Context: an optimization exercise on an open-source flow, tuned for small area, a short achievable clock period and few clock cycles per item. The choices shown serve that exercise and are no tape-out recipe. RTL that was checked went through simulation tests only; none was proved equivalent to the original.

==> inputs of zinc <==
## nearest_centroid_color_classifier_core
module nearest_centroid_color_classifier_core
(
    input  logic                        clk,
    input  logic                        rst_n,
    input  logic                        cfg_wr_en,
    input  logic [ncc_pkg::CNT_W-1:0]   cfg_wr_data,
    input  logic                        in_valid,
    output logic                        in_stall,
    input  logic                        req_type,
    input  logic [ncc_pkg::IDX_W-1:0]   entry_index,
    input  logic [ncc_pkg::CHAN_W-1:0]  chan_y,
    input  logic [ncc_pkg::CHAN_W-1:0]  chan_cb,
    input  logic [ncc_pkg::CHAN_W-1:0]  chan_cr,
    output logic                        out_valid,
    input  logic                        out_stall,
    output logic [ncc_pkg::IDX_W-1:0]   class_index
);
    logic        stall_q;
    logic [4:0]  cnt_q;
    logic        fire, ld_fire, cl_fire;
    logic [35:0] pix_in;
    logic [35:0] tab [16];
  ...
Settings: LEC_CHECK=0, CAP_MARGIN=20, CORE_MARGIN=2, CORE_UTILIZATION=40, PLACE_DENSITY=0.6, SETUP_SLACK_MARGIN=3.0, SLEW_MARGIN=20, SYNTH_HIERARCHICAL=1; clock period 7.0 ns.
run.sh (not shown) runs the stock make flow with config.mk's settings and CLKGATE_MAP_FILE= SYNTH_SCRIPT=/design/flow/synth_recipe.tcl, a recipe that flattens the netlist after the stock synthesis.
==> inputs of fjord, as changes to zinc <==
--- a/flow/design.v
+++ b/flow/design.v
@@ -517,19 +517,35 @@
     always_ff @(posedge clk)
     begin
         s1_n <= cnt_q;
         s_pix <= pix_in;
     end
+    function automatic logic [11:0] absdiff12(input logic [11:0] a, input logic [11:0] b);
+        logic [11:0] g, p, gg, pp, cin;
+        logic        c;
+        g  = a & ~b;
+        p  = ~(a ^ b);
+        gg = g;
+        pp = p;
+        for (int d = 1; d < 12; d = d * 2)
+            for (int i = 11; i >= d; i--)
+            begin
+                gg[i] = gg[i] | (pp[i] & gg[i-d]);
+                pp[i] = pp[i] & pp[i-d];
+            end
+        c = gg[11];
+        cin[0] = c;
+        for (int i = 1; i < 12; i++)
+            cin[i] = gg[i-1] | (pp[i-1] & c);
+        absdiff12 = (p ^ cin) ^ {12{~c}};
+    endfunction
     logic [16*3*12-1:0] ad_m;
     for (genvar i = 0; i < 16; i++)
     begin : g_ad
-        wire [12:0] df0 = {1'b0, s_pix[35:24]} - {1'b0, tab[i][35:24]};
-        assign ad_m[(i*3+0)*12 +: 12] = (df0[11:0] ^ {12{df0[12]}}) + {11'd0, df0[12]};
-        wire [12:0] df1 = {1'b0, s_pix[23:12]} - {1'b0, tab[i][23:12]};
-        assign ad_m[(i*3+1)*12 +: 12] = (df1[11:0] ^ {12{df1[12]}}) + {11'd0, df1[12]};
-        wire [12:0] df2 = {1'b0, s_pix[11:0]} - {1'b0, tab[i][11:0]};
-        assign ad_m[(i*3+2)*12 +: 12] = (df2[11:0] ^ {12{df2[12]}}) + {11'd0, df2[12]};
+        assign ad_m[(i*3+0)*12 +: 12] = absdiff12(s_pix[35:24], tab[i][35:24]);
+        assign ad_m[(i*3+1)*12 +: 12] = absdiff12(s_pix[23:12], tab[i][23:12]);
+        assign ad_m[(i*3+2)*12 +: 12] = absdiff12(s_pix[11:0], tab[i][11:0]);
     end
     logic        s2_v;
     logic [4:0]  s2_n;
     logic [16*3*12-1:0] s2_m;
     always_ff @(posedge clk or negedge rst_n)
@@ -601,62 +617,130 @@
     wire [25:0] d_l1_6 = sel_l1_6 ? s4_d[338 +: 26] : s4_d[312 +: 26];
     wire [0:0]  i_l1_6 = sel_l1_6;
     wire        sel_l1_7 = th[15] & (s4_d[390 +: 26] < s4_d[364 +: 26]);
     wire [25:0] d_l1_7 = sel_l1_7 ? s4_d[390 +: 26] : s4_d[364 +: 26];
     wire [0:0]  i_l1_7 = sel_l1_7;
-    wire        sel_l2_0 = th[2] & (d_l1_1 < d_l1_0);
-    wire [25:0] d_l2_0 = sel_l2_0 ? d_l1_1 : d_l1_0;
-    wire [1:0]  i_l2_0 = sel_l2_0 ? {1'b1, i_l1_1} : {1'b0, i_l1_0};
-    wire        sel_l2_1 = th[6] & (d_l1_3 < d_l1_2);
-    wire [25:0] d_l2_1 = sel_l2_1 ? d_l1_3 : d_l1_2;
-    wire [1:0]  i_l2_1 = sel_l2_1 ? {1'b1, i_l1_3} : {1'b0, i_l1_2};
-    wire        sel_l2_2 = th[10] & (d_l1_5 < d_l1_4);
-    wire [25:0] d_l2_2 = sel_l2_2 ? d_l1_5 : d_l1_4;
-    wire [1:0]  i_l2_2 = sel_l2_2 ? {1'b1, i_l1_5} : {1'b0, i_l1_4};
-    wire        sel_l2_3 = th[14] & (d_l1_7 < d_l1_6);
-    wire [25:0] d_l2_3 = sel_l2_3 ? d_l1_7 : d_l1_6;
-    wire [1:0]  i_l2_3 = sel_l2_3 ? {1'b1, i_l1_7} : {1'b0, i_l1_6};
     logic        s5_v;
+    logic [25:0] qd_l1_0;
+    logic [0:0]  qi_l1_0;
+    logic [25:0] qd_l1_1;
+    logic [0:0]  qi_l1_1;
+    logic [25:0] qd_l1_2;
+    logic [0:0]  qi_l1_2;
+    logic [25:0] qd_l1_3;
+    logic [0:0]  qi_l1_3;
+    logic [25:0] qd_l1_4;
+    logic [0:0]  qi_l1_4;
+    logic [25:0] qd_l1_5;
+    logic [0:0]  qi_l1_5;
+    logic [25:0] qd_l1_6;
+    logic [0:0]  qi_l1_6;
+    logic [25:0] qd_l1_7;
+    logic [0:0]  qi_l1_7;
+    logic        s5_th2;
+    logic        s5_th6;
+    logic        s5_th10;
+    logic        s5_th14;
+    logic        s5_th4;
+    logic        s5_th12;
+    logic        s5_th8;
+    always_ff @(posedge clk or negedge rst_n)
+        if (!rst_n) s5_v <= 1'b0; else s5_v <= s4_v;
+    always_ff @(posedge clk)
+    begin
+        qd_l1_0 <= d_l1_0;
+        qi_l1_0 <= i_l1_0;
+        qd_l1_1 <= d_l1_1;
+        qi_l1_1 <= i_l1_1;
+        qd_l1_2 <= d_l1_2;
+        qi_l1_2 <= i_l1_2;
+        qd_l1_3 <= d_l1_3;
+        qi_l1_3 <= i_l1_3;
+        qd_l1_4 <= d_l1_4;
+        qi_l1_4 <= i_l1_4;
+        qd_l1_5 <= d_l1_5;
+        qi_l1_5 <= i_l1_5;
+        qd_l1_6 <= d_l1_6;
+        qi_l1_6 <= i_l1_6;
+        qd_l1_7 <= d_l1_7;
+        qi_l1_7 <= i_l1_7;
+        s5_th2 <= th[2];
+        s5_th6 <= th[6];
+        s5_th10 <= th[10];
+        s5_th14 <= th[14];
+        s5_th4 <= th[4];
+        s5_th12 <= th[12];
+        s5_th8 <= th[8];
+    end
+    wire        sel_l2_0 = s5_th2 & (qd_l1_1 < qd_l1_0);
+    wire [25:0] d_l2_0 = sel_l2_0 ? qd_l1_1 : qd_l1_0;
+    wire [1:0]  i_l2_0 = sel_l2_0 ? {1'b1, qi_l1_1} : {1'b0, qi_l1_0};
+    wire        sel_l2_1 = s5_th6 & (qd_l1_3 < qd_l1_2);
+    wire [25:0] d_l2_1 = sel_l2_1 ? qd_l1_3 : qd_l1_2;
+    wire [1:0]  i_l2_1 = sel_l2_1 ? {1'b1, qi_l1_3} : {1'b0, qi_l1_2};
+    wire        sel_l2_2 = s5_th10 & (qd_l1_5 < qd_l1_4);
+    wire [25:0] d_l2_2 = sel_l2_2 ? qd_l1_5 : qd_l1_4;
+    wire [1:0]  i_l2_2 = sel_l2_2 ? {1'b1, qi_l1_5} : {1'b0, qi_l1_4};
+    wire        sel_l2_3 = s5_th14 & (qd_l1_7 < qd_l1_6);
+    wire [25:0] d_l2_3 = sel_l2_3 ? qd_l1_7 : qd_l1_6;
+    wire [1:0]  i_l2_3 = sel_l2_3 ? {1'b1, qi_l1_7} : {1'b0, qi_l1_6};
+    logic        s6_v;
     logic [25:0] qd_l2_0;
     logic [1:0]  qi_l2_0;
     logic [25:0] qd_l2_1;
     logic [1:0]  qi_l2_1;
     logic [25:0] qd_l2_2;
     logic [1:0]  qi_l2_2;
     logic [25:0] qd_l2_3;
     logic [1:0]  qi_l2_3;
-    logic        s5_th4;
-    logic        s5_th12;
-    logic        s5_th8;
+    logic        s6_th4;
+    logic        s6_th12;
+    logic        s6_th8;
     always_ff @(posedge clk or negedge rst_n)
-        if (!rst_n) s5_v <= 1'b0; else s5_v <= s4_v;
+        if (!rst_n) s6_v <= 1'b0; else s6_v <= s5_v;
     always_ff @(posedge clk)
     begin
         qd_l2_0 <= d_l2_0;
         qi_l2_0 <= i_l2_0;
         qd_l2_1 <= d_l2_1;
         qi_l2_1 <= i_l2_1;
         qd_l2_2 <= d_l2_2;
         qi_l2_2 <= i_l2_2;
         qd_l2_3 <= d_l2_3;
         qi_l2_3 <= i_l2_3;
-        s5_th4 <= th[4];
-        s5_th12 <= th[12];
-        s5_th8 <= th[8];
+        s6_th4 <= s5_th4;
+        s6_th12 <= s5_th12;
+        s6_th8 <= s5_th8;
     end
-    wire        sel_l3_0 = s5_th4 & (qd_l2_1 < qd_l2_0);
+    wire        sel_l3_0 = s6_th4 & (qd_l2_1 < qd_l2_0);
     wire [25:0] d_l3_0 = sel_l3_0 ? qd_l2_1 : qd_l2_0;
     wire [2:0]  i_l3_0 = sel_l3_0 ? {1'b1, qi_l2_1} : {1'b0, qi_l2_0};
-    wire        sel_l3_1 = s5_th12 & (qd_l2_3 < qd_l2_2);
+    wire        sel_l3_1 = s6_th12 & (qd_l2_3 < qd_l2_2);
     wire [25:0] d_l3_1 = sel_l3_1 ? qd_l2_3 : qd_l2_2;
     wire [2:0]  i_l3_1 = sel_l3_1 ? {1'b1, qi_l2_3} : {1'b0, qi_l2_2};
-    wire        sel_l4_0 = s5_th8 & (d_l3_1 < d_l3_0);
-    wire [25:0] d_l4_0 = sel_l4_0 ? d_l3_1 : d_l3_0;
-    wire [3:0]  i_l4_0 = sel_l4_0 ? {1'b1, i_l3_1} : {1'b0, i_l3_0};
+    logic        s7_v;
+    logic [25:0] qd_l3_0;
+    logic [2:0]  qi_l3_0;
+    logic [25:0] qd_l3_1;
+    logic [2:0]  qi_l3_1;
+    logic        s7_th8;
+    always_ff @(posedge clk or negedge rst_n)
+        if (!rst_n) s7_v <= 1'b0; else s7_v <= s6_v;
+    always_ff @(posedge clk)
+    begin
+        qd_l3_0 <= d_l3_0;
+        qi_l3_0 <= i_l3_0;
+        qd_l3_1 <= d_l3_1;
+        qi_l3_1 <= i_l3_1;
+        s7_th8 <= s6_th8;
+    end
+    wire        sel_l4_0 = s7_th8 & (qd_l3_1 < qd_l3_0);
+    wire [25:0] d_l4_0 = sel_l4_0 ? qd_l3_1 : qd_l3_0;
+    wire [3:0]  i_l4_0 = sel_l4_0 ? {1'b1, qi_l3_1} : {1'b0, qi_l3_0};
     wire [3:0] res   = i_l4_0;
-    wire       res_v = s5_v;
-    localparam int QD = 8;
+    wire       res_v = s7_v;
+    localparam int QD = 10;
     logic [3:0] q_d [QD];
     logic       q_v [QD];
     logic [3:0] owed_q;
     logic       pop;
     logic [3:0] owed_n;
- SETUP_SLACK_MARGIN: 3.0 -> 3.3
==> results_dict.tcl <==
set metrics [dict create \
    outcome "timing/DRC/antenna clean" \
    via_count 157000 \
    yosys-top-cells-count "and2_1, fa_1, dfxtp_1, buf_4, ha_1" \
    inv_count 1409 \
    netlist.area_leader.share 0.249 \
    path_max_fanout 8 \
    synthSimpleGateAreaFrac 0.158 \
    min_period_ns 4.99 \
]
The numbers above come from zinc.

==> results_dict.tcl <==
set metrics [dict create \
    outcome "timing/DRC/antenna clean" \
    min_period_ns 3.75 \
    crit_end "qi_l3_1[2]" \
    rr_worst_depth 9 \
    synthSimpleGateAreaFrac 0.148 \
    path_max_fanout 29 \
    cts_resized 46 \
    netlist.area_leader.share 0.240 \
    numPortBuffers 56 \
    via_count 157000 \
]
The numbers above come from fjord.

Testbench counts of fjord, summed over its fixed seeds: cycles 5,663, items 5,018.
The RTL of zinc was laid out without a check of its function.

==> re-timing with driven ports <==
In the flow no input, the clock included, has a driving cell. The finished layouts below were timed again as built, in two steps. Step 1 sets driving cells, clkbuf_16 on the clock port and buf_2 on the other inputs (assumed; they add their load-dependent delay and slew). Step 2 adds t to the input delays and takes it off the output delays; t is the mean of the earliest and latest rising clock arrival at the registers after step 1. Input paths then give back, and output paths get back, about the clock's delay inside the block. a / b / c = ideal / step 1 / step 2; a / b = the first two.
run | t, ns | setup WS [ns] | clock arrival spread, ns | slew at the worst register clock pin (ns) | worst slew at a driven data input, ns
zinc | 1.129 | 2.006 / 2.006 / 2.006 | 0.068 / 0.068 | 0.07 / 0.07 | 0.20
fjord | 1.124 | 3.253 / 3.253 / 2.249 | 0.099 / 0.099 | 0.07 / 0.07 | 0.28
After both steps setup and hold are still met in every run listed. The setup slack of fjord, which loses most, moves by 0.000 ns with the drivers and by -1.004 ns with both steps.
